This design comes from an exercise in tuning for small area on the open sky130 flow, not from production work. Function was checked by simulation only, so behaviour that the tests miss may differ from the original.

==> flow/standard.sh <==
#!/bin/bash
# synth_recipe.tcl (not shown) runs the flow's synth.tcl, then flattens the netlist and writes it again
# the make line also repeats each setting of config.mk as NAME=value (left out here)
make -C /OpenROAD-flow-scripts/flow DESIGN_CONFIG=/design/flow/config.mk WORK_HOME=/design/flow/orfs CLKGATE_MAP_FILE= SYNTH_SCRIPT=/design/flow/synth_recipe.tcl "${@:-finish}"
==> flow/flow/resynth_check.ys <==
# the remapped netlist must read back as platform cells only
read_liberty -lib lib.lib
read_verilog resynth_1_2_yosys.v
hierarchy -check -top motion_overlay_chip
check -assert -mapped
stat -liberty lib.lib
==> flow/design.v <==
package motion_overlay_pkg;
    localparam int coord_width = 10;
    typedef logic [coord_width-1:0] coord_t;
    typedef struct packed {
        coord_t x;
        coord_t y;
    } point_t;
    typedef struct packed {
        logic   de;
        coord_t x;
        coord_t y;
    } raster_t;
    typedef struct packed {
        logic   valid;
        point_t pos;
    } shot_mark_t;
    localparam int shot_mark_width = 1 + 2 * coord_width;
    typedef logic [15:0] rgb565_t;
    typedef struct packed {
        logic [3:0] r;
        logic [3:0] g;
        logic [3:0] b;
    } rgb444_t;
    localparam int fb_shift = 2;
    localparam int fb_addr_width = $clog2(160 * 120);
    typedef logic [fb_addr_width-1:0] fb_addr_t;
    localparam int ring_inner_sq = 256;
    localparam int ring_outer_sq = 400;
    localparam int cross_half_width = 2;
    localparam int shot_radius_sq = 144;
    localparam logic [3:0] motion_tint = 4'd3;
endpackage
`timescale 1ns/10ps
module rc_sub #(
    parameter int W = 8
) (
    input  logic [W-1:0] a,
    input  logic [W-1:0] b,
    output logic [W-1:0] d,
    output logic         nb
);
    logic [W:0] c;
    assign c[0] = 1'b1;
    for (genvar j = 0; j < W; j++) begin : g_bit
        assign d[j]   = a[j] ^ ~b[j] ^ c[j];
        assign c[j+1] = (a[j] & ~b[j]) | (a[j] & c[j]) | (~b[j] & c[j]);
    end
    assign nb = c[W];
endmodule
module rc_addc #(
    parameter int W = 8
) (
    input  logic [W-1:0] a,
    input  logic [W-1:0] b,
    input  logic         ci,
    output logic [W-1:0] s,
    output logic         co
);
    logic [W:0] c;
    assign c[0] = ci;
    for (genvar j = 0; j < W; j++) begin : g_bit
        assign s[j]   = a[j] ^ b[j] ^ c[j];
        assign c[j+1] = (a[j] & b[j]) | (a[j] & c[j]) | (b[j] & c[j]);
    end
    assign co = c[W];
endmodule
module rc_add #(
    parameter int W  = 8,
    parameter int WB = 8
) (
    input  logic [W-1:0]  a,
    input  logic [WB-1:0] b,
    input  logic          ci,
    output logic [W-1:0]  s
);
    logic [W:0] c;
    assign c[0] = ci;
    for (genvar j = 0; j < W; j++) begin : g_bit
        if (j < WB) begin : g_fa
            assign s[j]   = a[j] ^ b[j] ^ c[j];
            assign c[j+1] = (a[j] & b[j]) | (a[j] & c[j]) | (b[j] & c[j]);
        end else begin : g_ha
            assign s[j]   = a[j] ^ c[j];
            assign c[j+1] = a[j] & c[j];
        end
    end
endmodule
module centroid_tracker (
    input  logic       clk,
    input  logic       reset,
    input  logic       active,
    input  logic       frame_end,
    input  logic [9:0] px,
    input  logic [8:0] py,
    input  logic       motion_flag,
    output logic [9:0] ncx,    
    output logic [8:0] ncy,
    output logic       motion_valid
);
    logic [18:0] count;
    logic        pend;
    logic        hit;
    logic [18:0] count_b;
    logic [18:0] count_n;
    logic        qr;
    logic        at1023;
    logic [19:0] ax;
    logic [18:0] ay;
    logic [9:0]  qx;
    logic [8:0]  qy;
    assign hit     = active & motion_flag;
    assign count_b = count & {19{~pend}};
    rc_add #(.W(19), .WB(1)) u_add_n (.a(count_b), .b(1'b0), .ci(hit), .s(count_n));
    assign qr     = |count_b[18:10];
    assign at1023 = &count_b[9:0] & ~qr;
    always_ff @(posedge clk or posedge reset) begin
        if (reset)
            pend <= 1'b1;
        else
            pend <= frame_end;
    end
    always_ff @(posedge clk) begin
        count <= count_n;
    end
    mean_axis #(.XW(10)) u_mx (
        .clk(clk), .pend(pend), .hit(hit), .x(px & {10{hit}}),
        .count_n(count_n), .qr(qr), .conv(hit & at1023), .a(ax), .q(qx)
    );
    mean_axis #(.XW(9), .AW(19)) u_my (
        .clk(clk), .pend(pend), .hit(hit), .x(py & {9{hit}}),
        .count_n(count_n), .qr(qr), .conv(hit & at1023), .a(ay), .q(qy)
    );
    logic        qr_f;
    logic [19:0] num;
    logic [9:0]  quo;
    logic [9:0]  cx_f;
    logic [8:0]  cy_f;
    assign qr_f = |count[18:10];
    assign num  = pend ? {1'b0, ay} : ax;
    small_div u_div (.num(num), .den(count[9:0]), .quo(quo));
    assign cx_f = qr_f ? qx : quo;
    assign cy_f = qr_f ? qy : quo[8:0];
    logic [8:0] ncy_q;
    always_ff @(posedge clk) begin
        if (frame_end) ncx <= ~cx_f;
        if (pend) ncy_q <= ~cy_f;
    end
    assign ncy = pend ? ~cy_f : ncy_q;
    always_ff @(posedge clk or posedge reset) begin
        if (reset)
            motion_valid <= 1'b0;
        else if (frame_end)
            motion_valid <= |count_b;
    end
endmodule
module mean_axis #(
    parameter int XW = 10,
    parameter int AW = 20      
) (
    input  logic          clk,
    input  logic          pend,
    input  logic          hit,
    input  logic [XW-1:0] x,         
    input  logic [18:0]   count_n,   
    input  logic          qr,        
    input  logic          conv,      
    output logic [AW-1:0] a,
    output logic [XW-1:0] q
);
    logic [AW-1:0] a_b;
    logic [XW-1:0] q_b;
    logic [XW:0]   d;
    logic [19:0]   t;
    logic [19:0]   u;
    logic          sgn;
    logic          dec, inc;
    logic [XW-1:0] q_pm;
    logic [19:0]   a_n;
    logic [XW-1:0] q_n;
    assign a_b = a & {AW{~pend}};
    assign q_b = q & {XW{~pend}};
    rc_addc #(.W(XW+1)) u_d (.a({1'b0, x}), .b(~{1'b0, q_b & {XW{hit}}}), .ci(1'b1), .s(d), .co());
    rc_addc #(.W(20)) u_t (.a(20'(a_b)), .b({{(19-XW){d[XW]}}, d}), .ci(1'b0), .s(t), .co());
    assign sgn = t[19];
    rc_addc #(.W(20)) u_u (.a(t), .b({1'b0, count_n} ^ {20{~sgn}}), .ci(~sgn), .s(u), .co());
    assign dec = qr & sgn;
    assign inc = qr & ~sgn & ~u[19];
    rc_addc #(.W(XW)) u_q (.a(q_b), .b({XW{dec}}), .ci(inc), .s(q_pm), .co());
    assign a_n = conv ? {10'd0, t[9:0]} : ((dec | inc) ? u : t);
    assign q_n = q_pm | (t[XW+9:10] & {XW{conv}});
    always_ff @(posedge clk) begin
        a <= a_n[AW-1:0];
        q <= q_n;
    end
endmodule
module small_div (
    input  logic [19:0] num,
    input  logic [9:0]  den,
    output logic [9:0]  quo
);
    logic [19:0] rem [11];
    assign rem[10] = num;
    for (genvar i = 9; i >= 0; i--) begin : g_stage
        logic [10:0] part;
        logic [10:0] diff;
        logic        ge;
        assign part = rem[i+1][i+10:i];
        rc_addc #(.W(11)) u_sub (.a(part), .b(~{1'b0, den}), .ci(1'b1), .s(diff), .co(ge));
        assign quo[i] = ge;
        always_comb begin
            rem[i] = rem[i+1];
            if (ge) rem[i][i+10:i] = diff;
        end
    end
endmodule
`timescale 1ns/10ps
module shot_recorder #(
    parameter int SHOT_DEPTH = 6
) (
    input  logic                    clk,
    input  logic                    reset,
    input  logic                    shot_btn,
    input  logic [9:0]              ncx,
    input  logic [8:0]              ncy,
    input  logic                    motion_valid,
    output logic [SHOT_DEPTH-1:0]   sv,
    output logic [SHOT_DEPTH*10-1:0] sx,
    output logic [SHOT_DEPTH*9-1:0]  sy
);
    logic btn_meta;
    logic btn_sync;
    logic record;
    always_ff @(posedge clk or posedge reset) begin
        if (reset) begin
            btn_meta <= 1'b0;
            btn_sync <= 1'b0;
        end else begin
            btn_meta <= shot_btn;
            btn_sync <= btn_meta;
        end
    end
    assign record = btn_meta & ~btn_sync & motion_valid;
    logic [2:0] nvalid;
    always_ff @(posedge clk or posedge reset) begin
        if (reset)
            nvalid <= 3'd0;
        else if (record && nvalid != 3'(SHOT_DEPTH))
            nvalid <= nvalid + 3'd1;
    end
    for (genvar i = 0; i < SHOT_DEPTH; i++) begin : g_valid
        assign sv[i] = nvalid > 3'(i);
    end
    always_ff @(posedge clk) begin
        if (record) begin
            sx <= {sx[(SHOT_DEPTH-1)*10-1:0], ncx};
            sy <= {sy[(SHOT_DEPTH-1)*9-1:0], ncy};
        end
    end
endmodule
`timescale 1ns/10ps
module overlay_mixer #(
    parameter int SHOT_DEPTH = 6
) (
    input  logic                     active,
    input  logic [9:0]               px,
    input  logic [9:0]               py,
    input  logic                     motion_flag,
    input  logic [15:0]              img_data,
    input  logic [9:0]               ncx,    
    input  logic [8:0]               ncy,
    input  logic                     motion_valid,
    input  logic [SHOT_DEPTH-1:0]    sv,
    input  logic [SHOT_DEPTH*10-1:0] sx,     
    input  logic [SHOT_DEPTH*9-1:0]  sy,
    output logic [14:0]              fb_addr,
    output logic [11:0]              rgb
);
    logic [9:0] px16, px32;
    logic [8:0] py16, py32;
    rc_add #(.W(6), .WB(1)) u_px16 (.a(px[9:4]), .b(1'b1), .ci(1'b0), .s(px16[9:4]));
    rc_add #(.W(5), .WB(1)) u_px32 (.a(px[9:5]), .b(1'b1), .ci(1'b0), .s(px32[9:5]));
    rc_add #(.W(5), .WB(1)) u_py16 (.a(py[8:4]), .b(1'b1), .ci(1'b0), .s(py16[8:4]));
    rc_add #(.W(4), .WB(1)) u_py32 (.a(py[8:5]), .b(1'b1), .ci(1'b0), .s(py32[8:5]));
    assign px16[3:0] = px[3:0];
    assign px32[4:0] = px[4:0];
    assign py16[3:0] = py[3:0];
    assign py32[4:0] = py[4:0];
    logic [9:0] fb_a, fb_hi;
    rc_add #(.W(10), .WB(9)) u_fb0 (.a({1'b0, py[8:2], 2'b00}), .b({2'b00, py[8:2]}), .ci(1'b0), .s(fb_a));
    rc_add #(.W(10), .WB(3)) u_fb1 (.a(fb_a), .b(px[9:7]), .ci(1'b0), .s(fb_hi));
    assign fb_addr = {fb_hi, px[6:2]} & {15{active}};
    logic [9:0] rtx;
    logic [8:0] rty;
    logic       on_reticle;
    rc_addc #(.W(10)) u_rx (.a(px32), .b(ncx), .ci(1'b1), .s(rtx), .co());
    rc_addc #(.W(9))  u_ry (.a(py32), .b(ncy), .ci(1'b1), .s(rty), .co());
    logic       in_ret;
    reticle_fn u_ret (.tx(rtx[5:0]), .ty(rty[5:0]), .hit(in_ret));
    assign on_reticle = motion_valid && rtx[9:6] == 4'd0 && rty[8:6] == 3'd0 && in_ret;
    logic [SHOT_DEPTH-1:0] shot_hit;
    for (genvar i = 0; i < SHOT_DEPTH; i++) begin : g_shot
        logic [9:0] tx;
        logic [8:0] ty;
        rc_addc #(.W(10)) u_sx (.a(px16), .b(sx[i*10 +: 10]), .ci(1'b1), .s(tx), .co());
        rc_addc #(.W(9))  u_sy (.a(py16), .b(sy[i*9 +: 9]), .ci(1'b1), .s(ty), .co());
        logic in_disc;
        disc_fn u_disc (.tx(tx[4:0]), .ty(ty[4:0]), .hit(in_disc));
        assign shot_hit[i] = sv[i] && tx[9:5] == 5'd0 && ty[8:5] == 4'd0 && in_disc;
    end
    always_comb begin
        rgb = 12'h000;
        if (active) begin
            if (on_reticle)
                rgb = 12'hf00;
            else if (|shot_hit)
                rgb = 12'h000;
            else if (motion_flag)
                rgb = {img_data[15:12] + 4'd3, img_data[10:7], img_data[4:1]};
            else
                rgb = {img_data[15:12], img_data[10:7], img_data[4:1]};
        end
    end
endmodule
module disc_fn (
    input  logic [4:0] tx,
    input  logic [4:0] ty,
    output logic       hit
);
    logic new_n12;
    logic new_n13;
    logic new_n14;
    logic new_n15;
    logic new_n16;
    logic new_n17;
    logic new_n18;
    logic new_n19;
    logic new_n20;
    logic new_n21;
    logic new_n22;
    logic new_n23;
    logic new_n24;
    logic new_n25;
    logic new_n26;
    logic new_n27;
    logic new_n28;
    logic new_n29;
    logic new_n30;
    logic new_n31;
    logic new_n32;
    logic new_n33;
    logic new_n34;
    logic new_n35;
    logic new_n36;
    logic new_n37;
    logic new_n38;
    logic new_n39;
    logic new_n40;
    logic new_n41;
    logic new_n42;
    logic new_n43;
    logic new_n44;
    logic new_n45;
    logic new_n46;
    logic new_n47;
    logic new_n48;
    logic new_n49;
    logic new_n50;
    logic new_n51;
    logic new_n52;
    logic new_n53;
    logic new_n54;
    logic new_n55;
    logic new_n56;
    logic new_n57;
    logic new_n58;
    logic new_n59;
    logic new_n60;
    assign new_n12 = ty[3] & ~ty[4];
    assign new_n13 = ~ty[3] & ty[4];
    assign new_n14 = ~new_n12 & ~new_n13;
    assign new_n15 = ~ty[1] & ty[2];
    assign new_n16 = ~ty[0] & new_n15;
    assign new_n17 = ty[2] & ~ty[4];
    assign new_n18 = ~ty[2] & ty[4];
    assign new_n19 = ~new_n17 & ~new_n18;
    assign new_n20 = ~new_n16 & new_n19;
    assign new_n21 = ~tx[0] & ~tx[1];
    assign new_n22 = ~tx[2] & new_n21;
    assign new_n23 = new_n16 & ~new_n22;
    assign new_n24 = ~new_n20 & ~new_n23;
    assign new_n25 = ty[0] & ty[2];
    assign new_n26 = ty[1] & ~new_n25;
    assign new_n27 = ~new_n15 & ~new_n26;
    assign new_n28 = tx[2] & ~new_n21;
    assign new_n29 = tx[0] & tx[1];
    assign new_n30 = ~ty[0] & ~new_n29;
    assign new_n31 = new_n28 & ~new_n30;
    assign new_n32 = ~new_n27 & new_n31;
    assign new_n33 = new_n24 & ~new_n32;
    assign new_n34 = new_n14 & ~new_n33;
    assign new_n35 = ~tx[3] & ~new_n34;
    assign new_n36 = ty[0] & new_n21;
    assign new_n37 = new_n27 & ~new_n36;
    assign new_n38 = new_n21 & ~new_n37;
    assign new_n39 = tx[0] & ty[0];
    assign new_n40 = new_n19 & ~new_n39;
    assign new_n41 = new_n27 & new_n40;
    assign new_n42 = ~new_n14 & ~new_n41;
    assign new_n43 = ~new_n38 & new_n42;
    assign new_n44 = new_n20 & new_n29;
    assign new_n45 = ~new_n28 & ~new_n44;
    assign new_n46 = new_n43 & new_n45;
    assign new_n47 = ~new_n35 & ~new_n46;
    assign new_n48 = tx[4] & ~new_n47;
    assign new_n49 = ~tx[1] & new_n20;
    assign new_n50 = tx[2] & ~new_n49;
    assign new_n51 = new_n43 & new_n50;
    assign new_n52 = ~tx[3] & ~new_n51;
    assign new_n53 = tx[4] & ~new_n22;
    assign new_n54 = tx[1] & ~ty[0];
    assign new_n55 = ~tx[2] & ~new_n54;
    assign new_n56 = ~new_n37 & new_n55;
    assign new_n57 = new_n24 & ~new_n56;
    assign new_n58 = new_n14 & ~new_n57;
    assign new_n59 = ~new_n53 & ~new_n58;
    assign new_n60 = ~new_n52 & new_n59;
    assign hit = new_n48 | new_n60;
endmodule
module reticle_fn (
    input  logic [5:0] tx,
    input  logic [5:0] ty,
    output logic       hit
);
    logic new_n14;
    logic new_n15;
    logic new_n16;
    logic new_n17;
    logic new_n18;
    logic new_n19;
    logic new_n20;
    logic new_n21;
    logic new_n22;
    logic new_n23;
    logic new_n24;
    logic new_n25;
    logic new_n26;
    logic new_n27;
    logic new_n28;
    logic new_n29;
    logic new_n30;
    logic new_n31;
    logic new_n32;
    logic new_n33;
    logic new_n34;
    logic new_n35;
    logic new_n36;
    logic new_n37;
    logic new_n38;
    logic new_n39;
    logic new_n40;
    logic new_n41;
    logic new_n42;
    logic new_n43;
    logic new_n44;
    logic new_n45;
    logic new_n46;
    logic new_n47;
    logic new_n48;
    logic new_n49;
    logic new_n50;
    logic new_n51;
    logic new_n52;
    logic new_n53;
    logic new_n54;
    logic new_n55;
    logic new_n56;
    logic new_n57;
    logic new_n58;
    logic new_n59;
    logic new_n60;
    logic new_n61;
    logic new_n62;
    logic new_n63;
    logic new_n64;
    logic new_n65;
    logic new_n66;
    logic new_n67;
    logic new_n68;
    logic new_n69;
    logic new_n70;
    logic new_n71;
    logic new_n72;
    logic new_n73;
    logic new_n74;
    logic new_n75;
    logic new_n76;
    logic new_n77;
    logic new_n78;
    logic new_n79;
    logic new_n80;
    logic new_n81;
    logic new_n82;
    logic new_n83;
    logic new_n84;
    logic new_n85;
    logic new_n86;
    logic new_n87;
    logic new_n88;
    logic new_n89;
    logic new_n90;
    logic new_n91;
    logic new_n92;
    logic new_n93;
    logic new_n94;
    logic new_n95;
    logic new_n96;
    logic new_n97;
    logic new_n98;
    logic new_n99;
    logic new_n100;
    logic new_n101;
    logic new_n102;
    logic new_n103;
    logic new_n104;
    logic new_n105;
    logic new_n106;
    logic new_n107;
    logic new_n108;
    logic new_n109;
    logic new_n110;
    logic new_n111;
    logic new_n112;
    logic new_n113;
    logic new_n114;
    logic new_n115;
    logic new_n116;
    logic new_n117;
    logic new_n118;
    logic new_n119;
    logic new_n120;
    logic new_n121;
    logic new_n122;
    logic new_n123;
    logic new_n124;
    logic new_n125;
    logic new_n126;
    logic new_n127;
    logic new_n128;
    logic new_n129;
    logic new_n130;
    logic new_n131;
    logic new_n132;
    logic new_n133;
    logic new_n134;
    logic new_n135;
    logic new_n136;
    logic new_n137;
    logic new_n138;
    logic new_n139;
    logic new_n140;
    logic new_n141;
    logic new_n142;
    logic new_n143;
    logic new_n144;
    assign new_n14 = ty[2] & ty[3];
    assign new_n15 = ~ty[4] & new_n14;
    assign new_n16 = ~ty[0] & ~ty[1];
    assign new_n17 = ty[2] & ~new_n16;
    assign new_n18 = ~ty[3] & ty[4];
    assign new_n19 = ~new_n17 & new_n18;
    assign new_n20 = ~new_n15 & ~new_n19;
    assign new_n21 = ~ty[2] & ~ty[3];
    assign new_n22 = ~new_n14 & ~new_n21;
    assign new_n23 = ~ty[1] & ~ty[2];
    assign new_n24 = ty[0] & ty[1];
    assign new_n25 = ty[2] & new_n24;
    assign new_n26 = ~new_n23 & ~new_n25;
    assign new_n27 = ~ty[0] & ty[1];
    assign new_n28 = new_n26 & ~new_n27;
    assign new_n29 = ~new_n22 & ~new_n28;
    assign new_n30 = ty[4] & ~ty[5];
    assign new_n31 = ~ty[4] & ty[5];
    assign new_n32 = ~new_n30 & ~new_n31;
    assign new_n33 = tx[0] & tx[1];
    assign new_n34 = ~tx[0] & ~tx[1];
    assign new_n35 = ~ty[0] & ~new_n34;
    assign new_n36 = ~new_n33 & ~new_n35;
    assign new_n37 = ~new_n20 & new_n36;
    assign new_n38 = new_n32 & ~new_n37;
    assign new_n39 = new_n29 & ~new_n38;
    assign new_n40 = ty[4] & new_n21;
    assign new_n41 = new_n16 & new_n40;
    assign new_n42 = ~new_n39 & ~new_n41;
    assign new_n43 = ~ty[3] & ~ty[5];
    assign new_n44 = ty[3] & ty[5];
    assign new_n45 = ~new_n43 & ~new_n44;
    assign new_n46 = new_n26 & ~new_n45;
    assign new_n47 = ~new_n29 & ~new_n46;
    assign new_n48 = ~new_n32 & ~new_n47;
    assign new_n49 = ~new_n16 & ~new_n48;
    assign new_n50 = ~new_n42 & ~new_n49;
    assign new_n51 = ~tx[0] & ~ty[0];
    assign new_n52 = ~new_n20 & ~new_n51;
    assign new_n53 = ~new_n34 & ~new_n52;
    assign new_n54 = ~new_n33 & ~new_n53;
    assign new_n55 = ~new_n27 & new_n48;
    assign new_n56 = new_n54 & new_n55;
    assign new_n57 = ~new_n50 & ~new_n56;
    assign new_n58 = ~tx[0] & ~new_n57;
    assign new_n59 = ~new_n41 & new_n48;
    assign new_n60 = tx[1] & ~new_n28;
    assign new_n61 = ~new_n59 & ~new_n60;
    assign new_n62 = new_n16 & new_n30;
    assign new_n63 = new_n45 & ~new_n62;
    assign new_n64 = tx[1] & ~new_n63;
    assign new_n65 = ~tx[0] & ~new_n64;
    assign new_n66 = new_n15 & ~new_n16;
    assign new_n67 = ~new_n40 & ~new_n66;
    assign new_n68 = ~new_n32 & new_n67;
    assign new_n69 = new_n60 & ~new_n68;
    assign new_n70 = ~new_n65 & ~new_n69;
    assign new_n71 = ~new_n61 & new_n70;
    assign new_n72 = ~new_n58 & ~new_n71;
    assign new_n73 = tx[1] & ~new_n26;
    assign new_n74 = ~new_n20 & new_n73;
    assign new_n75 = tx[2] & ~new_n74;
    assign new_n76 = ~new_n72 & new_n75;
    assign new_n77 = new_n52 & new_n64;
    assign new_n78 = new_n42 & ~new_n77;
    assign new_n79 = ~tx[2] & ~new_n78;
    assign new_n80 = ~new_n76 & ~new_n79;
    assign new_n81 = ~new_n20 & ~new_n80;
    assign new_n82 = ~new_n48 & new_n67;
    assign new_n83 = ~new_n28 & ~new_n46;
    assign new_n84 = ~new_n82 & new_n83;
    assign new_n85 = ~new_n81 & new_n84;
    assign new_n86 = ~ty[2] & new_n16;
    assign new_n87 = ~new_n45 & ~new_n86;
    assign new_n88 = ~new_n82 & ~new_n87;
    assign new_n89 = tx[2] & new_n33;
    assign new_n90 = new_n88 & ~new_n89;
    assign new_n91 = ~tx[2] & ~new_n33;
    assign new_n92 = ~new_n38 & new_n91;
    assign new_n93 = ~new_n90 & ~new_n92;
    assign new_n94 = ~tx[3] & new_n93;
    assign new_n95 = ~new_n85 & new_n94;
    assign new_n96 = tx[3] & new_n80;
    assign new_n97 = ~tx[4] & ~new_n96;
    assign new_n98 = ~new_n95 & new_n97;
    assign new_n99 = tx[0] & new_n28;
    assign new_n100 = ~tx[1] & ~new_n99;
    assign new_n101 = tx[0] & new_n22;
    assign new_n102 = ~new_n26 & new_n101;
    assign new_n103 = ~new_n87 & ~new_n102;
    assign new_n104 = ~new_n100 & ~new_n103;
    assign new_n105 = ~tx[3] & tx[4];
    assign new_n106 = new_n16 & new_n21;
    assign new_n107 = new_n34 & new_n106;
    assign new_n108 = tx[2] & ~new_n107;
    assign new_n109 = new_n105 & ~new_n108;
    assign new_n110 = new_n68 & new_n109;
    assign new_n111 = ~new_n104 & new_n110;
    assign new_n112 = tx[5] & ~new_n111;
    assign new_n113 = ~new_n98 & new_n112;
    assign new_n114 = tx[2] & ~new_n32;
    assign new_n115 = ~new_n88 & ~new_n114;
    assign new_n116 = ~tx[1] & tx[4];
    assign new_n117 = ~new_n115 & ~new_n116;
    assign new_n118 = new_n34 & ~new_n42;
    assign new_n119 = ~tx[2] & ~new_n84;
    assign new_n120 = ~new_n118 & new_n119;
    assign new_n121 = ~new_n93 & ~new_n120;
    assign new_n122 = ~new_n117 & ~new_n121;
    assign new_n123 = ~new_n28 & new_n33;
    assign new_n124 = ~new_n103 & ~new_n123;
    assign new_n125 = new_n34 & ~new_n106;
    assign new_n126 = tx[2] & ~new_n125;
    assign new_n127 = new_n20 & new_n126;
    assign new_n128 = ~new_n124 & new_n127;
    assign new_n129 = ~tx[4] & ~new_n128;
    assign new_n130 = tx[3] & ~new_n129;
    assign new_n131 = ~new_n122 & new_n130;
    assign new_n132 = new_n57 & new_n75;
    assign new_n133 = ~tx[0] & ~new_n63;
    assign new_n134 = ~new_n28 & new_n133;
    assign new_n135 = ~new_n100 & ~new_n134;
    assign new_n136 = new_n54 & ~new_n135;
    assign new_n137 = new_n59 & ~new_n136;
    assign new_n138 = new_n68 & ~new_n135;
    assign new_n139 = ~tx[2] & ~new_n138;
    assign new_n140 = ~new_n137 & new_n139;
    assign new_n141 = new_n105 & ~new_n140;
    assign new_n142 = ~new_n132 & new_n141;
    assign new_n143 = ~tx[5] & ~new_n142;
    assign new_n144 = ~new_n131 & new_n143;
    assign hit = ~new_n113 & ~new_n144;
endmodule
`timescale 1ns/10ps
module motion_overlay_top #(
    parameter int SHOT_DEPTH = 6
) (
    input  logic                         clk,
    input  logic                         reset,
    input  motion_overlay_pkg::raster_t  pixel,
    input  logic                         motion_flag,
    input  logic                         shot_btn,
    input  motion_overlay_pkg::rgb565_t  img_data,
    output motion_overlay_pkg::fb_addr_t fb_addr,
    output motion_overlay_pkg::rgb444_t  rgb
);
    logic                    active;
    logic                    frame_end;
    logic [9:0]              ncx;
    logic [8:0]              ncy;
    logic                    motion_valid;
    logic [SHOT_DEPTH-1:0]   sv;
    logic [SHOT_DEPTH*10-1:0] sx;
    logic [SHOT_DEPTH*9-1:0]  sy;
    assign active = pixel.de && !(pixel.x[9] && (pixel.x[8] || pixel.x[7])) &&
                    !pixel.y[9] && !(&pixel.y[8:5]);
    assign frame_end = (pixel.x == 10'd640) && (pixel.y == 10'd480);
    centroid_tracker u_tracker (
        .clk         (clk),
        .reset       (reset),
        .active      (active),
        .frame_end   (frame_end),
        .px          (pixel.x),
        .py          (pixel.y[8:0]),
        .motion_flag (motion_flag),
        .ncx         (ncx),
        .ncy         (ncy),
        .motion_valid(motion_valid)
    );
    shot_recorder #(.SHOT_DEPTH(SHOT_DEPTH)) u_shots (
        .clk         (clk),
        .reset       (reset),
        .shot_btn    (shot_btn),
        .ncx         (ncx),
        .ncy         (ncy),
        .motion_valid(motion_valid),
        .sv          (sv),
        .sx          (sx),
        .sy          (sy)
    );
    overlay_mixer #(.SHOT_DEPTH(SHOT_DEPTH)) u_mixer (
        .active      (active),
        .px          (pixel.x),
        .py          (pixel.y),
        .motion_flag (motion_flag),
        .img_data    (img_data),
        .ncx         (ncx),
        .ncy         (ncy),
        .motion_valid(motion_valid),
        .sv          (sv),
        .sx          (sx),
        .sy          (sy),
        .fb_addr     (fb_addr),
        .rgb         (rgb)
    );
endmodule
`timescale 1ns/10ps
module motion_overlay_chip (
    input  logic        clk,
    input  logic        reset,
    input  logic        pixel_de,
    input  logic [9:0]  pixel_x,
    input  logic [9:0]  pixel_y,
    input  logic        motion_flag,
    input  logic        shot_btn,
    input  logic [15:0] img_data,
    output logic [14:0] fb_addr,
    output logic [11:0] rgb
);
    motion_overlay_pkg::raster_t pixel;
    motion_overlay_pkg::rgb444_t rgb_s;
    assign pixel.de = pixel_de;
    assign pixel.x  = pixel_x;
    assign pixel.y  = pixel_y;
    assign rgb      = rgb_s;
    motion_overlay_top u_top (
        .clk        (clk),
        .reset      (reset),
        .pixel      (pixel),
        .motion_flag(motion_flag),
        .shot_btn   (shot_btn),
        .img_data   (img_data),
        .fb_addr    (fb_addr),
        .rgb        (rgb_s)
    );
endmodule
==> flow/flow/resynth_s0.abc <==
&get -n
&deepsyn -T 120 -S 0
&put
dch -f
amap
topo
==> flow/flow/pick.py <==
#!/usr/bin/env python3
"""pick.py DIR... : print the folder whose resynth_check.log reports the
smallest chip area (ties: first given)."""
import re, sys
best = None
for d in sys.argv[1:]:
    try:
        m = re.findall(r"Chip area for module '[^']*': ([\d.]+)", open(d + '/resynth_check.log').read())
        if not m:
            continue
        a = float(m[-1])
    except OSError:
        continue
    print('%s %.1f' % (d, a), file=sys.stderr)
    if best is None or a < best[1]:
        best = (d, a)
if best is None:
    sys.exit('no candidate passed')
print(best[0])
==> flow/flow/post_resize.tcl <==
# trade the spare setup slack for smaller cells
repair_timing -recover_power 100 -verbose
==> flow/flow/resynth_s1.abc <==
&get -n
&deepsyn -T 120 -S 1
&put
dch -f
amap
topo
==> flow/constraint.sdc <==
create_clock -name core_clock -period 100.0 [get_ports {clk}]
set_input_delay 20.0000 -clock core_clock [delete_from_list [all_inputs] [get_ports {clk}]]
set_output_delay 20.0000 -clock core_clock [all_outputs]
set_load 0.01 [all_outputs]
==> flow/flow/run.sh <==
#!/bin/bash
# Own layout flow: the standard flow, with three changes.
#  1. After the standard synthesis, the combinational logic between the
#     registers and adder cells is remapped for area: fapol2.py flips
#     full-adder cells to the polarity that needs the fewest inverters
#     (a full adder is self-dual), then yosys/ABC remaps the plain logic
#     (resynth.ys, resynth_s*.abc, best of four seeds by pick.py).  Registers, full-adder and tie cells are
#     kept as the standard synthesis made them (same instances, names, types).
#  2. Ports are buffered with buf_1 cells instead of clkdlybuf4s50_1.
#  3. A power-recovery (downsizing) pass runs after the placement resize.
# Each tool's output goes to a log file of its own in this folder.
set -euo pipefail
R=$PWD/orfs/results/${FLOW_PLATFORM}/motion_overlay_chip/base
ln -sf $FLOW_HOME/platforms/${FLOW_PLATFORM}/lib/sky130_fd_sc_hd__tt_025C_1v80.lib lib.lib
YOSYS=$FLOW_HOME/../tools/install/yosys/bin/yosys
[ -x "$YOSYS" ] || YOSYS=yosys
export BUFFER_PORTS_ARGS="-buffer_cell sky130_fd_sc_hd__buf_1"
export POST_RESIZE_TCL="$PWD/flow/post_resize.tcl"

# standard synthesis only
bash standard.sh $R/1_2_yosys.v > standard_synth.log 2>&1
cp $R/1_2_yosys.v std_1_2_yosys.v

python3 flow/fapol2.py std_1_2_yosys.v fapol_1_2_yosys.v --flex > fapol.log 2>&1
for sd in 0 1 2 3; do
  mkdir -p rs$sd/flow
  cp fapol_1_2_yosys.v rs$sd/
  cp flow/resynth_s$sd.abc rs$sd/flow/resynth.abc
  ln -sf ../lib.lib rs$sd/lib.lib
  ( cd rs$sd && $YOSYS -q -l resynth.log -s ../flow/resynth.ys > /dev/null 2>&1 \
      && $YOSYS -q -l resynth_check.log -s ../flow/resynth_check.ys > /dev/null 2>&1 ) &
done
wait
best=$(python3 flow/pick.py rs0 rs1 rs2 rs3 2> pick.log)
cp $best/resynth_1_2_yosys.v resynth_1_2_yosys.v
cp $best/resynth.log resynth.log
cp $best/resynth_check.log resynth_check.log
cp resynth_1_2_yosys.v $R/1_2_yosys.v
touch $R/1_2_yosys.v

# rest of the standard flow from the new netlist
bash standard.sh > standard.log 2>&1
==> flow/flow/resynth.ys <==
# remap the plain logic (half adders included) of fapol_1_2_yosys.v; registers,
# full-adder and tie cells stay as they are (blackboxes); lib.lib is the
# platform liberty file
read_liberty -ignore_miss_func lib.lib
read_verilog fapol_1_2_yosys.v
hierarchy -top motion_overlay_chip
blackbox sky130_fd_sc_hd__*df* sky130_fd_sc_hd__fa_* sky130_fd_sc_hd__conb_*
flatten
opt_clean
stat -liberty lib.lib
abc -script flow/resynth.abc -liberty lib.lib -dont_use sky130_fd_sc_hd__probe_p_8 -dont_use sky130_fd_sc_hd__probec_p_8 -dont_use sky130_fd_sc_hd__lpflow_bleeder_1 -dont_use sky130_fd_sc_hd__lpflow_clkbufkapwr_1 -dont_use sky130_fd_sc_hd__lpflow_clkbufkapwr_16 -dont_use sky130_fd_sc_hd__lpflow_clkbufkapwr_2 -dont_use sky130_fd_sc_hd__lpflow_clkbufkapwr_4 -dont_use sky130_fd_sc_hd__lpflow_clkbufkapwr_8 -dont_use sky130_fd_sc_hd__lpflow_clkinvkapwr_1 -dont_use sky130_fd_sc_hd__lpflow_clkinvkapwr_16 -dont_use sky130_fd_sc_hd__lpflow_clkinvkapwr_2 -dont_use sky130_fd_sc_hd__lpflow_clkinvkapwr_4 -dont_use sky130_fd_sc_hd__lpflow_clkinvkapwr_8 -dont_use sky130_fd_sc_hd__lpflow_decapkapwr_12 -dont_use sky130_fd_sc_hd__lpflow_decapkapwr_3 -dont_use sky130_fd_sc_hd__lpflow_decapkapwr_4 -dont_use sky130_fd_sc_hd__lpflow_decapkapwr_6 -dont_use sky130_fd_sc_hd__lpflow_decapkapwr_8 -dont_use sky130_fd_sc_hd__lpflow_inputiso0n_1 -dont_use sky130_fd_sc_hd__lpflow_inputiso0p_1 -dont_use sky130_fd_sc_hd__lpflow_inputiso1n_1 -dont_use sky130_fd_sc_hd__lpflow_inputiso1p_1 -dont_use sky130_fd_sc_hd__lpflow_inputisolatch_1 -dont_use sky130_fd_sc_hd__lpflow_isobufsrc_1 -dont_use sky130_fd_sc_hd__lpflow_isobufsrc_16 -dont_use sky130_fd_sc_hd__lpflow_isobufsrc_2 -dont_use sky130_fd_sc_hd__lpflow_isobufsrc_4 -dont_use sky130_fd_sc_hd__lpflow_isobufsrc_8 -dont_use sky130_fd_sc_hd__lpflow_isobufsrckapwr_16 -dont_use sky130_fd_sc_hd__lpflow_lsbuf_lh_hl_isowell_tap_1 -dont_use sky130_fd_sc_hd__lpflow_lsbuf_lh_hl_isowell_tap_2 -dont_use sky130_fd_sc_hd__lpflow_lsbuf_lh_hl_isowell_tap_4 -dont_use sky130_fd_sc_hd__lpflow_lsbuf_lh_isowell_4 -dont_use sky130_fd_sc_hd__lpflow_lsbuf_lh_isowell_tap_1 -dont_use sky130_fd_sc_hd__lpflow_lsbuf_lh_isowell_tap_2 -dont_use sky130_fd_sc_hd__lpflow_lsbuf_lh_isowell_tap_4 
opt_clean -purge
hilomap -singleton -hicell sky130_fd_sc_hd__conb_1 HI -locell sky130_fd_sc_hd__conb_1 LO
insbuf -buf sky130_fd_sc_hd__buf_4 A X
select motion_overlay_chip
write_verilog -noattr -nohex -nodec -selected resynth_1_2_yosys.v
==> flow/flow/resynth_s3.abc <==
&get -n
&deepsyn -T 120 -S 3
&put
dch -f
amap
topo
==> flow/flow/resynth_s2.abc <==
&get -n
&deepsyn -T 120 -S 2
&put
dch -f
amap
topo
==> flow/config.mk <==
export PLATFORM = sky130hd
export DESIGN_NAME = motion_overlay_chip
export DESIGN_NICKNAME = motion_overlay_chip
export VERILOG_FILES = /design/flow/design.v
export SDC_FILE = /design/flow/constraint.sdc
export NUM_CORES = 4
export LEC_CHECK = 0
export CAP_MARGIN = 20
export CORE_MARGIN = 2
export CORE_UTILIZATION = 40
export CTS_BUF_LIST = sky130_fd_sc_hd__clkbuf_8
export CTS_CLUSTER_DIAMETER = 60
export CTS_CLUSTER_SIZE = 12
export SLEW_MARGIN = 20
==> flow/flow/fapol2.py <==
#!/usr/bin/env python3
"""Remove inverters around the full-adder cells of a flat gate-level netlist.

A full adder is self-dual: FA(~a, ~b, ~c) = (~sum, ~cout).  Each fa cell
may therefore be flipped (all three inputs and both outputs complemented)
without changing what the netlist computes.  The script groups nets that
differ only by inverters into signals, picks a polarity for every fa cell
that minimises the number of signals needing an inverter (simulated
annealing), and rebuilds the inverters of the signals it touches.

usage: fapol2.py in.v out.v
"""
import re, sys, random, math
from collections import defaultdict

INV = re.compile(r'^sky130_fd_sc_hd__(clk)?inv_\d+$')
FA = re.compile(r'^sky130_fd_sc_hd__fa_\d+$')
OUTPINS = {'X', 'Y', 'Q', 'Q_N', 'SUM', 'COUT', 'HI', 'LO'}

src = open(sys.argv[1]).read()
assert src.count('endmodule') == 1, 'expects one flat module'
m = re.search(r'\bmodule\b.*?\bendmodule\b', src, re.S)
head, body, tail = src[:m.start()], src[m.start():m.end()], src[m.end():]

cell_re = re.compile(r'^(\s*)(sky130_fd_sc_hd__\w+)\s+(\S+)\s*\((.*?)\);\n', re.S | re.M)
pin_re = re.compile(r'\.(\w+)\(([^()]*)\)')
cells, order, pieces, pos = {}, [], [], 0
for cm in cell_re.finditer(body):
    pieces.append(body[pos:cm.start()])
    typ, name, pins = cm.group(2), cm.group(3), cm.group(4)
    cells[name] = [typ, {k: v.strip() for k, v in pin_re.findall(pins)}]
    order.append(name)
    pieces.append(('CELL', name))
    pos = cm.end()
pieces.append(body[pos:])
text = ''.join(p for p in pieces if isinstance(p, str))

inputs, outputs = set(), set()
for d in re.finditer(r'^\s*(input|output|inout)\s+(\[[^\]]*\]\s*)?([^;]+);', text, re.M):
    for n in d.group(3).split(','):
        (inputs if d.group(1) == 'input' else outputs).add(n.strip())
fixed = set()
for a in re.finditer(r'^\s*assign\s+(.*?)=(.*?);', text, re.M):
    for side in (a.group(1), a.group(2)):
        for tok in re.findall(r'\\\S+(?:\s*\[\d+\])?|[A-Za-z_][\w$]*(?:\s*\[\d+\])?', side):
            fixed.add(tok.strip())

def base(net):
    return re.sub(r'\s*\[\d+\]$', '', net)

def isconst(x):
    return x.startswith("1'")

drv = {}
loads = defaultdict(list)
for n in order:
    typ, pins = cells[n]
    for p, net in pins.items():
        if net == '' or isconst(net):
            continue
        if p in OUTPINS:
            drv[net] = (n, p)
        else:
            loads[net].append((n, p))

# signal classes: follow inverters back to the root net
def root(net):
    pol = 0
    seen = set()
    while True:
        d = drv.get(net)
        if d and INV.match(cells[d[0]][0]) and net not in seen:
            seen.add(net)
            net = cells[d[0]][1]['A']
            pol ^= 1
        else:
            return net, pol

allnets = set(drv) | set(loads)
cls = defaultdict(list)          # root -> [(net, pol)]
netinfo = {}
for net in allnets:
    r, p = root(net)
    netinfo[net] = (r, p)
    cls[r].append((net, p))

fa_cells = [n for n in order if FA.match(cells[n][0])]

# consumers of each class: (cell, pin, polarity it gets now); inverters excluded
cons = defaultdict(list)
for r, nets in cls.items():
    for net, p in nets:
        for c, q in loads.get(net, []):
            if INV.match(cells[c][0]):
                continue
            cons[r].append((c, q, p))

# classes we may rebuild: driven by a plain cell output or an input port,
# no assign involvement, every output-port net at a single polarity
def rebuildable(r):
    if any(net in fixed for net, p in cls[r]):
        return False
    if isconst(r):
        return False
    d = drv.get(r)
    if d is None and base(r) not in inputs:
        return False
    pols = set(p for net, p in cls[r] if base(net) in outputs)
    names = [net for net, p in cls[r] if base(net) in outputs]
    if len(names) > 1:
        return False
    return True

ok = {r: rebuildable(r) for r in cls}

# an fa cell may flip only if all its pins sit on rebuildable classes
flippable = []
for f in fa_cells:
    pins = cells[f][1]
    good = True
    for q in ('A', 'B', 'CIN', 'SUM', 'COUT'):
        x = pins.get(q, '')
        if isconst(x):
            continue
        if x not in netinfo or not ok[netinfo[x][0]]:
            good = False
    if good:
        flippable.append(f)
fidx = {f: i for i, f in enumerate(flippable)}

# driver polarity of class r given flips: the driver net's polarity is 0;
# if the driver is a flipped fa output the physical output becomes 1
def drv_fa(r):
    d = drv.get(r)
    if d and d[0] in fidx:
        return fidx[d[0]]
    return None

classes = [r for r in cls if ok[r]]
cls_drvfa = {r: drv_fa(r) for r in classes}
RIGID = re.compile(r'^sky130_fd_sc_hd__(fa|s?e?df\w*|conb)_\d+$')
FLEX = '--flex' in sys.argv
cls_cons = {}
for r in classes:
    lst = []
    for c, q, p in cons[r]:
        if FLEX and not RIGID.match(cells[c][0]):
            continue      # plain logic: a later ABC run takes either polarity
        lst.append((fidx.get(c) if q in ('A', 'B', 'CIN') else None, p))
    # output port nets are consumers at their polarity
    for net, p in cls[r]:
        if base(net) in outputs:
            lst.append((None, p))
    cls_cons[r] = lst

touch = defaultdict(set)
for r in classes:
    if cls_drvfa[r] is not None:
        touch[cls_drvfa[r]].add(r)
    for fi, p in cls_cons[r]:
        if fi is not None:
            touch[fi].add(r)

flip = [0] * len(flippable)

def cost(r):
    d = flip[cls_drvfa[r]] if cls_drvfa[r] is not None else 0
    for fi, p in cls_cons[r]:
        need = p ^ (flip[fi] if fi is not None else 0)
        if need != d:
            return 1
    return 0

total = sum(cost(r) for r in classes)
start = total
best, bestflip = total, flip[:]
random.seed(1)
N = len(flippable)
T = 2.0
steps = 200000 if N else 0
for it in range(steps):
    i = random.randrange(N)
    rs = touch[i]
    before = sum(cost(r) for r in rs)
    flip[i] ^= 1
    after = sum(cost(r) for r in rs)
    dlt = after - before
    if dlt <= 0 or random.random() < math.exp(-dlt / T):
        total += dlt
        if total < best:
            best, bestflip = total, flip[:]
    else:
        flip[i] ^= 1
    T = max(0.02, 2.0 * (1 - it / steps))
flip = bestflip
sys.stderr.write('fapol2: %d fa cells, %d flippable, inverted signals %d -> %d\n'
                 % (len(fa_cells), N, start, best))

# rebuild: touched classes (those with any flippable fa, or whose inverter
# set changes) get fresh inverters
newid = [0]
def newname(prefix):
    newid[0] += 1
    return '_fapol_%s%d_' % (prefix, newid[0])

changed = set()
for i, f in enumerate(flippable):
    if flip[i]:
        changed |= touch[i]
newnets = []
for r in changed:
    nets = cls[r]
    d = flip[cls_drvfa[r]] if cls_drvfa[r] is not None else 0
    # needed polarities
    need = set([d])
    cons_new = []
    for c, q, p in cons[r]:
        fi = fidx.get(c) if q in ('A', 'B', 'CIN') else None
        np_ = p ^ (flip[fi] if fi is not None else 0)
        cons_new.append((c, q, np_))
        need.add(np_)
    port = {p: net for net, p in nets if base(net) in outputs}
    need |= set(port)
    # names per polarity
    name = {}
    for P in need:
        if P in port:
            name[P] = port[P]
        elif P == 0 and (drv.get(r) is None):
            name[P] = r            # input port keeps its name as polarity 0
        else:
            cand = [net for net, p in nets if p == P and base(net) not in outputs and base(net) not in inputs]
            if cand:
                name[P] = sorted(cand, key=lambda x: (x != r, x))[0]
            else:
                name[P] = newname('n'); newnets.append(name[P])
    if drv.get(r) is None and d in name and name[d] != r:
        # input port must stay the driver net of polarity 0
        name[d] = r
    # remove old inverters of this class
    for net, p in nets:
        dd = drv.get(net)
        if dd and INV.match(cells[dd[0]][0]) and dd[0] in cells:
            del cells[dd[0]]
            order.remove(dd[0])
    # driver
    dd = drv.get(r)
    if dd is not None:
        cells[dd[0]][1][dd[1]] = name[d]
    for c, q, np_ in cons_new:
        cells[c][1][q] = name[np_]
    if 1 - d in name:
        n = newname('inv')
        cells[n] = ['sky130_fd_sc_hd__inv_1', {'A': name[d], 'Y': name[1 - d]}]
        order.append(n)

# constant inputs of flipped fa cells
cinv = {"1'h0": "1'h1", "1'h1": "1'h0", "1'b0": "1'b1", "1'b1": "1'b0"}
for i, f in enumerate(flippable):
    if flip[i]:
        for q in ('A', 'B', 'CIN'):
            x = cells[f][1][q]
            if x in cinv:
                cells[f][1][q] = cinv[x]

ninv = sum(1 for n in order if INV.match(cells[n][0]))
sys.stderr.write('fapol2: inverter cells now %d\n' % ninv)

def fmt(n):
    typ, pins = cells[n]
    return '  %s %s (\n%s\n  );\n' % (typ, n, ',\n'.join('    .%s(%s)' % (k, v + (' ' if v.startswith('\\') else '')) for k, v in pins.items()))
out, seen = [], set()
for p in pieces:
    if isinstance(p, str):
        out.append(p)
    elif p[1] in cells:
        out.append(fmt(p[1])); seen.add(p[1])
txt = ''.join(out)
i = txt.rfind('endmodule')
txt = txt[:i] + ''.join(fmt(n) for n in order if n not in seen) + txt[i:]
j = txt.index(');') + 2
txt = txt[:j] + '\n' + ''.join('  wire %s;\n' % n for n in newnets) + txt[j:]
open(sys.argv[2], 'w').write(head + txt + tail)
==> run summary <==
[worst max-delay path, delay by kind of cell (launching register included)]
| family | cells | cell delay (ns) |
|---|---|---|
| AO/OA/AOI/OAI | 31 | 5.78 |
| adder cells (fa/ha/maj) | 82 | 34.60 |
| buffers and inverters | 25 | 10.13 |
| flip-flops | 1 | 0.91 |
| AND/OR/NAND/NOR | 18 | 4.59 |
[worst paths after layout]
| path | to | cells after the start |
|---|---|---|
| worst max register to register | u_top.u_shots.sy[0] | 137 |
| min in group asynchronous | u_top.u_shots.nvalid[2] | 2 |
| worst max-delay path | rgb[5] | 156 |
| worst min register to register | u_top.u_shots.btn_sync | 0 |
| worst min-delay path | u_top.u_shots.btn_sync | 0 |
| max in group asynchronous | u_top.u_tracker.pend | 2 |
[cell usage in the layout, fill, tap and decap left out, types with 9 or more instances in the layout]
cell	instances
sky130_fd_sc_hd__clkinv_1	208
sky130_fd_sc_hd__buf_4	18
sky130_fd_sc_hd__a21oi_1	83
sky130_fd_sc_hd__o221ai_1	14
sky130_fd_sc_hd__nor2_1	221
sky130_fd_sc_hd__edfxtp_1	124
sky130_fd_sc_hd__clkbuf_1	13
sky130_fd_sc_hd__nor3_1	26
sky130_fd_sc_hd__or3_1	9
sky130_fd_sc_hd__o21ai_0	104
sky130_fd_sc_hd__nor4_1	10
sky130_fd_sc_hd__o211ai_1	16
sky130_fd_sc_hd__nor2b_1	54
sky130_fd_sc_hd__o22ai_1	97
sky130_fd_sc_hd__clkbuf_8	22
sky130_fd_sc_hd__a211oi_1	11
sky130_fd_sc_hd__dfxtp_1	86
sky130_fd_sc_hd__fa_1	298
sky130_fd_sc_hd__o21bai_1	17
sky130_fd_sc_hd__a222oi_1	10
sky130_fd_sc_hd__buf_1	60
sky130_fd_sc_hd__inv_1	12
sky130_fd_sc_hd__o22a_1	45
sky130_fd_sc_hd__nand2_1	133
sky130_fd_sc_hd__a31oi_1	17
[through the flow]
stage / area [um2] / std cells
floorplan: 17600 / 1685
global placement: 18900 / 2370
detailed placement: 18800 / 2370
CTS: 19200 / 2407
global route: 19300 / 2410
finish: 19300 / 2410
[per-layer routing]
metal | global-route usage, % | routed length (um)
met5 | 0 | 0
met4 | 8.38 | 2070
met3 | 2.09 | 2020
met2 | 36.4 | 22900
met1 | 28.0 | 19300
[registers in the layout (all words and copies together), names as in the netlist]
signal                        cells
u_top.u_shots.btn_meta            1
u_top.u_shots.btn_sync            1
u_top.u_shots.nvalid              3
u_top.u_shots.sx                 60
u_top.u_shots.sy                 54
u_top.u_tracker.count            19
u_top.u_tracker.motion_valid      1
u_top.u_tracker.ncx              10
u_top.u_tracker.ncy_q             9
u_top.u_tracker.pend              1
u_top.u_tracker.u_mx.a           20
u_top.u_tracker.u_mx.q           10
u_top.u_tracker.u_my.a           19
u_top.u_tracker.u_my.q            9
[area by class of cell]
| cell class | count | share of cell area, % |
|---|---|---|
| Clock inverter | 15 | 0.480 |
| Sequential cell | 217 | 29.2 |
| Timing Repair Buffer | 103 | 2.73 |
| Inverter | 208 | 4.05 |
| Tap cell | 585 | 3.80 |
| Clock buffer | 22 | 1.57 |
| Multi-Input combinational cell | 1260 | 58.2 |
==> results.cfg <==
[die]
fp.dieH_um = 214
die_width_um = 214
num_rows = 76
core_area_mm2 = 0.0433
i_o_pin_cnt = 68
initial_utilization_pct = 40.7
area_enclosed_by_the_die_boundary_mm2 = 0.0457

[sta]
finalCriticalPeriod_ns = 76.69
fin_tns_setup_ns = 0
finalMaxSlewViolations = 0
worst_hold_slack_after_final_layout_ns = 0.399
total_of_endpoints_with_negative_setup_slack_in_the_final_report = 0
fin_crit_sh_pct = 76.7
achievable_clock_frequency_mhz = 13.0
worst_slew_pin_slew_ns = 1.08
fin_worst_skew_ns = 0.0342
rsz0062_at_grt = false
layout_setup_ws_ns = 23.31
timing.slew.headroom_pct = 27.7
final-hold-violation-count = 0

[critical_path]
worst-r2r-setup-slack_ns = 49.61
critPathKind = reg2out
critical_path.max_stage_delay_ns = 0.91
crit_fanout = 32
critical_path_top_delay_cell = sky130_fd_sc_hd__dfstp_2
timing.critical_path.from_type = flop
rr_startpoint = u_top.u_tracker.pend
critPathMostFrequentCell = sky130_fd_sc_hd__fa_1
end_kind = output pin
critPathArrivalTime_ns = 56.69
timing.critical_path.required_ns = 80.00
critical_path.startpoint = u_top.u_tracker.pend

[detailed_routing]
post_drt_wl_per_cell_um = 19.2
wl_um = 46200
routed-via-count = 13200
drtPass1Iterations = 5
initialDrtViolationCount = 1067
remaining_drc_errors = 0
detail_route.vias_per_cell = 5.49
drtAntennaViolNets = 0

[clock_network]
cts-buffers-inserted = 22
clk_pin_slew_ns = 0.09
postCtsSetupBuffers = 0
clk_root_buffer_cell = sky130_fd_sc_hd__clkbuf_8
cts_repair_resize_count = 0
tritoncts = built
cts_max_level = 1
clk-insertion-delay-late_ns = 0.58
clk_path_buf_depth = 3
clk_sink_count = 217
cts.hold.buffers_added = 0

[place]
numPortBuffers = 63
place_ws_ns = 21.98
hpwl_um = 37000
finalWeightedCongestion = 0.896

[finish]
synthToLayoutAreaGrowth_pct = 9.51
antenna_cells = 0
multi_input_area_mm2 = 0.0112
nNetsFinal = 2151
layout.filler_cells = 4176
post-route-util_pct = 44.6
drive_above_1_share_pct = 3.29
final-seq-area_mm2 = 0.00562

[grt]
grt_antenna_before_repair = 0
track_usage_pct = 21.3
vias_in_the_first_global_route = 13400
wire_length_of_the_first_global_routing_pass_um = 74300
gr-total-overflow = 0
grt_max_degree = 65

[job]
cap_violations = 0

[run_status]
status = finished clean

[synth]
post_synth_instance_area_mm2 = 0.0176
synthesis.area_per_instance_um2 = 10.4
syn-instance-count = 1685
yosysWarningCount = 7
syn_nets = 2024

[hold_path]
hold_start = u_top.u_shots.btn_meta
min-delay-path-class = reg2reg

## what the ideal ports hide
The results above use ideal ports. As a check the final layout listed here was re-extracted and re-timed, cells and wires unchanged. Step 1 sets driving cells, clkbuf_16 on the clock port and buf_2 on the other inputs (assumed; they add their load-dependent delay and slew). Step 2 times the ports against the registers' clock, not the clock port: input delays grow and output delays shrink by t, the midpoint of the rising clock arrivals with the driver on. Three values: ideal ports, drivers, drivers and shift; two values: the first two.
t (ns): 0.617
setup slack, ns: 23.307 / 23.253 / 23.871
hold slack, ns: 0.399 / 0.399 / 0.399
worst setup path at the end: register to output
After both steps setup and hold are still met in this run. The setup slack of this run moves by -0.054 ns with the drivers and by +0.564 ns with both steps.
